Source: an optimization exercise on an open RTL-to-GDS flow (aim: small area, a short achievable clock period and few clock cycles per item). Production flows keep margins and buffers that such runs may drop. Function was checked by simulation only, so behaviour that the tests miss may differ from the original. Power figures rest on the tool's default switching activity, not on a simulated workload.

fjord:
Design handle_registry_sorted_table, start of the top module:
module handle_registry_sorted_table #(
  parameter int unsigned CAPACITY    = 64,
  parameter int unsigned VALUE_WIDTH = 32
) (
  input  logic                clk_i,
  input  logic                rst_ni,
  input  logic                in_valid_i,
  output logic                in_stall_o,
  input  hrst_pkg::in_item_t  in_item_i,
  output logic                out_valid_o,
  input  logic                out_stall_i,
  output hrst_pkg::out_item_t out_item_o
);
Settings: LEC_CHECK=0, CAP_MARGIN=30, CORE_MARGIN=2, CORE_UTILIZATION=40, CTS_CLUSTER_DIAMETER=100, CTS_CLUSTER_SIZE=24, SLEW_MARGIN=40, SYNTH_MEMORY_MAX_BITS=8192; clock period 10.0 ns.
standard.sh (not shown) runs the stock make flow with config.mk's settings and CLKGATE_MAP_FILE= SYNTH_SCRIPT=/design/flow/synth_recipe.tcl, a recipe that flattens the netlist after the stock synthesis.
==> flow/flow/run.sh <==
#!/bin/bash
# Layout: the standard flow (standard.sh) with these changes to how it optimises:
#  - the input and output ports are buffered by sky130_fd_sc_hd__buf_4 instead of the cell
#    buffer_ports picks by default (a delay buffer);
#  - timing repair aims for setup slack SETUP_SLACK_MARGIN ns beyond the constraint, so that it
#    works on the paths that set the achieved period. The clock and the SDC are the standard flow's;
#  - antenna repair gets more iterations after global routing, and after detailed routing
#    flow/post_drt.tcl repairs any antenna violation left and routes again.
# The make output goes to flow_make.log here; ORFS's own logs stay under orfs/logs/.
set -euo pipefail
export BUFFER_PORTS_ARGS="-buffer_cell sky130_fd_sc_hd__buf_4"
export SETUP_SLACK_MARGIN=6.5
export MAX_REPAIR_ANTENNAS_ITER_GRT=10
export POST_DETAIL_ROUTE_TCL="$PWD/flow/post_drt.tcl"
bash standard.sh > flow_make.log 2>&1
==> flow/flow/post_drt.tcl <==
# Sourced by ORFS after detailed routing (POST_DETAIL_ROUTE_TCL). While antenna violations
# remain, repair them again with a ratio margin (diodes or layer jumpers) and route again.
global all_args
set extra_iter 0
while { [check_antennas] && $extra_iter < 4 } {
  repair_antennas -ratio_margin 20
  detailed_route {*}$all_args
  incr extra_iter
}
Both conditions hold for fjord: the flow ran to the end and the final layout passed the timing, design-rule and antenna checks.
Testbench counts of fjord, summed over its fixed seeds: cycles 16,037, items 16,000.
Relative to fjord, the following input files were edited for onyx:
--- a/flow/design.v
+++ b/flow/design.v
@@ -119,15 +119,15 @@
   assign val_b_o     = val_b_q;
   assign out_valid_o = head_v_q;
   assign out_item_o  = head_q;
 endmodule
 module hrst_dpath #(
   parameter int unsigned CAPACITY    = 64,
   parameter int unsigned VALUE_WIDTH = 32,
-  parameter int unsigned NPOINT      = 8
+  parameter int unsigned NPOINT      = 4
 ) (
   input  logic                       clk_i,
   input  logic                       rst_ni,
   input  logic                       adv_i,
   input  logic                       exec_i,
   output logic                       pend_full_next_o,
   input  logic [hrst_pkg::KEY_W-1:0] key_a_i,
Results
onyx: full flow OK, the timing, design-rule and antenna checks passed
The run with more setup slack is fjord; onyx has less.
On cell leakage power, onyx does better than fjord.
Against fjord, onyx comes in about 2% higher on sequential power.
For onyx, the endpoint of the most critical setup path was out_item_o[8], unlike fjord, where it was out_item_o[19].
Taking onyx over fjord, the initial antenna violation count ratio works out to 0.60.
Portion of the clock cycle consumed by the worst path in the final layout up 2.5 points in onyx wrt fjord
Synthesized-area fraction occupied by ao, oa, aoi and oai cells was lower in the run labelled onyx.
For flip-flop and latch count, onyx and fjord come out practically identical.
Changes observed in onyx relative to fjord: total chip power moved down; part of the total power dissipated in combinational logic down 3.0 points; worst hold slack ~0 delta; instance count of the mapped netlist -4.5%.
Count of plain and timing-repair buffers in the layout in onyx is 5.5% higher than in fjord
When the final numbers for onyx and fjord were put side by side, the total routing resource utilization after global routing turned out to be greater in onyx.
Testbench counts of onyx, summed over its fixed seeds: cycles 16,175, items 16,000.

---

handle_registry_sorted_table with an RTL version that a note above also has.
Size: ~11000 cells after synthesis, ~4800 flip-flops, roughly 150 I/O pins, roughly 150000 sq um of cells after synthesis.
==> flow/config.mk <==
export PLATFORM = sky130hd
export DESIGN_NAME = handle_registry_sorted_table
export DESIGN_NICKNAME = handle_registry_sorted_table
export VERILOG_FILES = /design/flow/design.v
export SDC_FILE = /design/flow/constraint.sdc
export NUM_CORES = 4
export LEC_CHECK = 0
export CAP_MARGIN = 20
export CORE_MARGIN = 2
export CORE_UTILIZATION = 50
export CTS_CLUSTER_DIAMETER = 100
export CTS_CLUSTER_SIZE = 24
export SLEW_MARGIN = 20
export SYNTH_MEMORY_MAX_BITS = 8192
==> flow/constraint.sdc <==
create_clock -name core_clock -period 10.0 [get_ports {clk_i}]
set_input_delay 2.0000 -clock core_clock [delete_from_list [all_inputs] [get_ports {clk_i}]]
set_output_delay 2.0000 -clock core_clock [all_outputs]
set_load 0.01 [all_outputs]
==> flow/flow/run.sh <==
#!/bin/bash
# Layout: the standard flow (standard.sh) with these changes to how it optimises:
#  - the input and output ports are buffered by sky130_fd_sc_hd__buf_4 instead of the cell
#    buffer_ports picks by default (a delay buffer);
#  - timing repair aims for setup slack SETUP_SLACK_MARGIN ns beyond the constraint, so that it
#    works on the paths that set the achieved period. The clock and the SDC are the standard flow's;
#  - antenna repair gets more iterations after global routing, and after detailed routing
#    flow/post_drt.tcl repairs any antenna violation left and routes again;
#  - after global placement, flow/post_gpl.tcl moves each output port's buffer next to the
#    register that drives it, so the buffer drives the wire to the pin.
# The make output goes to flow_make.log here; ORFS's own logs stay under orfs/logs/.
set -euo pipefail
export BUFFER_PORTS_ARGS="-buffer_cell sky130_fd_sc_hd__buf_4"
export SETUP_SLACK_MARGIN=6.5
export MAX_REPAIR_ANTENNAS_ITER_GRT=10
export POST_DETAIL_ROUTE_TCL="$PWD/flow/post_drt.tcl"
export POST_GLOBAL_PLACE_TCL="$PWD/flow/post_gpl.tcl"
bash standard.sh > flow_make.log 2>&1
==> flow/flow/post_gpl.tcl <==
# Sourced by ORFS after global placement (POST_GLOBAL_PLACE_TCL). Each output port keeps its
# buffer; the buffer is moved onto the cell that drives it, so that the buffer, not that cell,
# drives the long wire to the pin. Detailed placement then legalizes the moved buffers.
set moved 0
set blk [ord::get_db_block]
foreach bt [$blk getBTerms] {
  if { [$bt getIoType] != "OUTPUT" } { continue }
  set net [$bt getNet]
  if { $net == "NULL" } { continue }
  foreach it [$net getITerms] {
    if { ![$it isOutputSignal] } { continue }
    set buf [$it getInst]
    foreach in_it [$buf getITerms] {
      if { ![$in_it isInputSignal] } { continue }
      set in_net [$in_it getNet]
      if { $in_net == "NULL" } { continue }
      foreach drv_it [$in_net getITerms] {
        if { ![$drv_it isOutputSignal] } { continue }
        set loc [[$drv_it getInst] getLocation]
        $buf setLocation [lindex $loc 0] [lindex $loc 1]
        incr moved
      }
    }
  }
}
puts "post_gpl: moved $moved output port buffers next to their drivers"
Scripts as last shown in full above: flow/flow/post_drt.tcl
Testbench counts at the start, summed over its fixed seeds: cycles 16,175, items 16,000.
==> next run, changes <==
--- a/flow/design.v
+++ b/flow/design.v
@@ -278,26 +278,26 @@
   assign key_exh = next_key_q[KW];
   assign ins_ok  = is_ins && !key_exh && !full_q;
   assign ins_go  = exec_i && ins_ok;
   assign mr_b    = mr_q & rv_q;
   assign mp_b    = mp_q & pv_q;
   assign hit     = (|mr_b) || (|mp_b);
   assign kill_r  = {CAPACITY{exec_i && is_del}} & mr_q;
   assign kill_p  = {NPEND{exec_i && is_del}} & mp_q;
   always_comb begin
     fval = '0;
     for (int i = 0; i < CAPACITY; i++) begin
-      fval = fval | ({VALUE_WIDTH{mr_b[i]}} & rd_q[i]);
+      fval = fval | ({VALUE_WIDTH{mr_q[i]}} & rd_q[i]);
     end
     for (int x = 0; x < NPEND; x++) begin
-      fval = fval | ({VALUE_WIDTH{mp_b[x]}} & pd_q[x]);
+      fval = fval | ({VALUE_WIDTH{mp_q[x]}} & pd_q[x]);
     end
   end
   assign count_inc2 = count_inc_q + CW'(1);
   assign count_dec2 = count_dec_q - CW'(1);
   always_comb begin
     for (int h = 0; h < 2; h++) begin
       count_h[h]     = count_q;
       count_inc_h[h] = count_inc_q;
       count_dec_h[h] = count_dec_q;
       full_h[h]      = full_q;
       if (ins_ok) begin
@@ -321,23 +321,23 @@
     st_ins = hrst_pkg::ST_OK;
     if (key_exh) begin
       st_ins = hrst_pkg::ST_KEYS_EXHAUSTED;
     end else if (full_q) begin
       st_ins = hrst_pkg::ST_FULL;
     end
     akey = ins_ok ? next_key_q[KW-1:0] : '0;
     fval_m = is_lkp ? fval : '0;
     st_miss = is_ins ? st_ins : hrst_pkg::ST_NOT_FOUND;
     st_hit  = is_ins ? st_ins : ((is_lkp || is_del) ? hrst_pkg::ST_OK : hrst_pkg::ST_NOT_FOUND);
   end
-  assign res_miss_o = {st_miss, akey, fval_m, count_h[0][hrst_pkg::LIVE_W-1:0]};
+  assign res_miss_o = {st_miss, akey, {VALUE_WIDTH{1'b0}}, count_h[0][hrst_pkg::LIVE_W-1:0]};
   assign res_hit_o  = {st_hit, akey, fval_m, count_h[1][hrst_pkg::LIVE_W-1:0]};
   assign hit_o      = hit;
   always_comb begin
     for (int i = 0; i < CAPACITY; i++) begin
       rv_d[i] = rv_q[(i + CAPACITY - 1) % CAPACITY] && !kill_r[(i + CAPACITY - 1) % CAPACITY];
     end
     for (int k = 0; k < NPOINT; k++) begin
       if (place && pt[k]) rv_d[k*STEP] = src_live && !src_kill;
     end
     pv_d = (pv_q & ~placed & ~kill_p) | (ins_go ? tgt : '0);
   end
=>
- The new run finished clean
- non-clock buffer count goes up by 6
- utilization barely changes
- hold slack is better by 0.0081 ns
- power is about the same
- global-route usage grows by 1.4 points
- synthesized cell count decreases by about 0.7%
- routed wire length came out higher by about 3.6%
Testbench counts after the change, summed over its fixed seeds: cycles 16,175, items 16,000.

## separate check: timing with driven ports
How much do the figures lean on ideal ports? The routed layouts below were timed once more, with nothing changed but the port constraints.
Step 1: set_driving_cell puts a clkbuf_16 on clk_i and a buf_2 on each other input, an assumption about the parent block.
Step 2 moves the port delays by t, midway between the first and last clock arrival at a register: inputs arrive t later, outputs are due t later. That takes back most of the time a late clock gives input paths.
Slacks: no drivers / after step 1 / after step 2; pairs: no drivers / after step 1.
run	t, ns	setup WS [ns]	worst setup path at the end	latest minus earliest clock arrival (ns)	worst data-port slew with drivers (ns)
fjord	1.058	6.355 / 6.250 / 6.299	input to register	0.087 / 0.087	0.12
onyx	1.083	6.100 / 5.986 / 6.353	input to register	0.069 / 0.069	0.10
the first run of note 2	1.037	6.464 / 6.361 / 6.270	input to register	0.078 / 0.078	0.07
the second run of note 2	1.050	6.440 / 6.336 / 5.605	input to register	0.072 / 0.072	0.14
After both steps setup and hold are still met in every run listed. For the second run of note 2, which loses most, drivers alone change the setup slack by -0.104 ns; drivers and shift together by -0.835 ns.
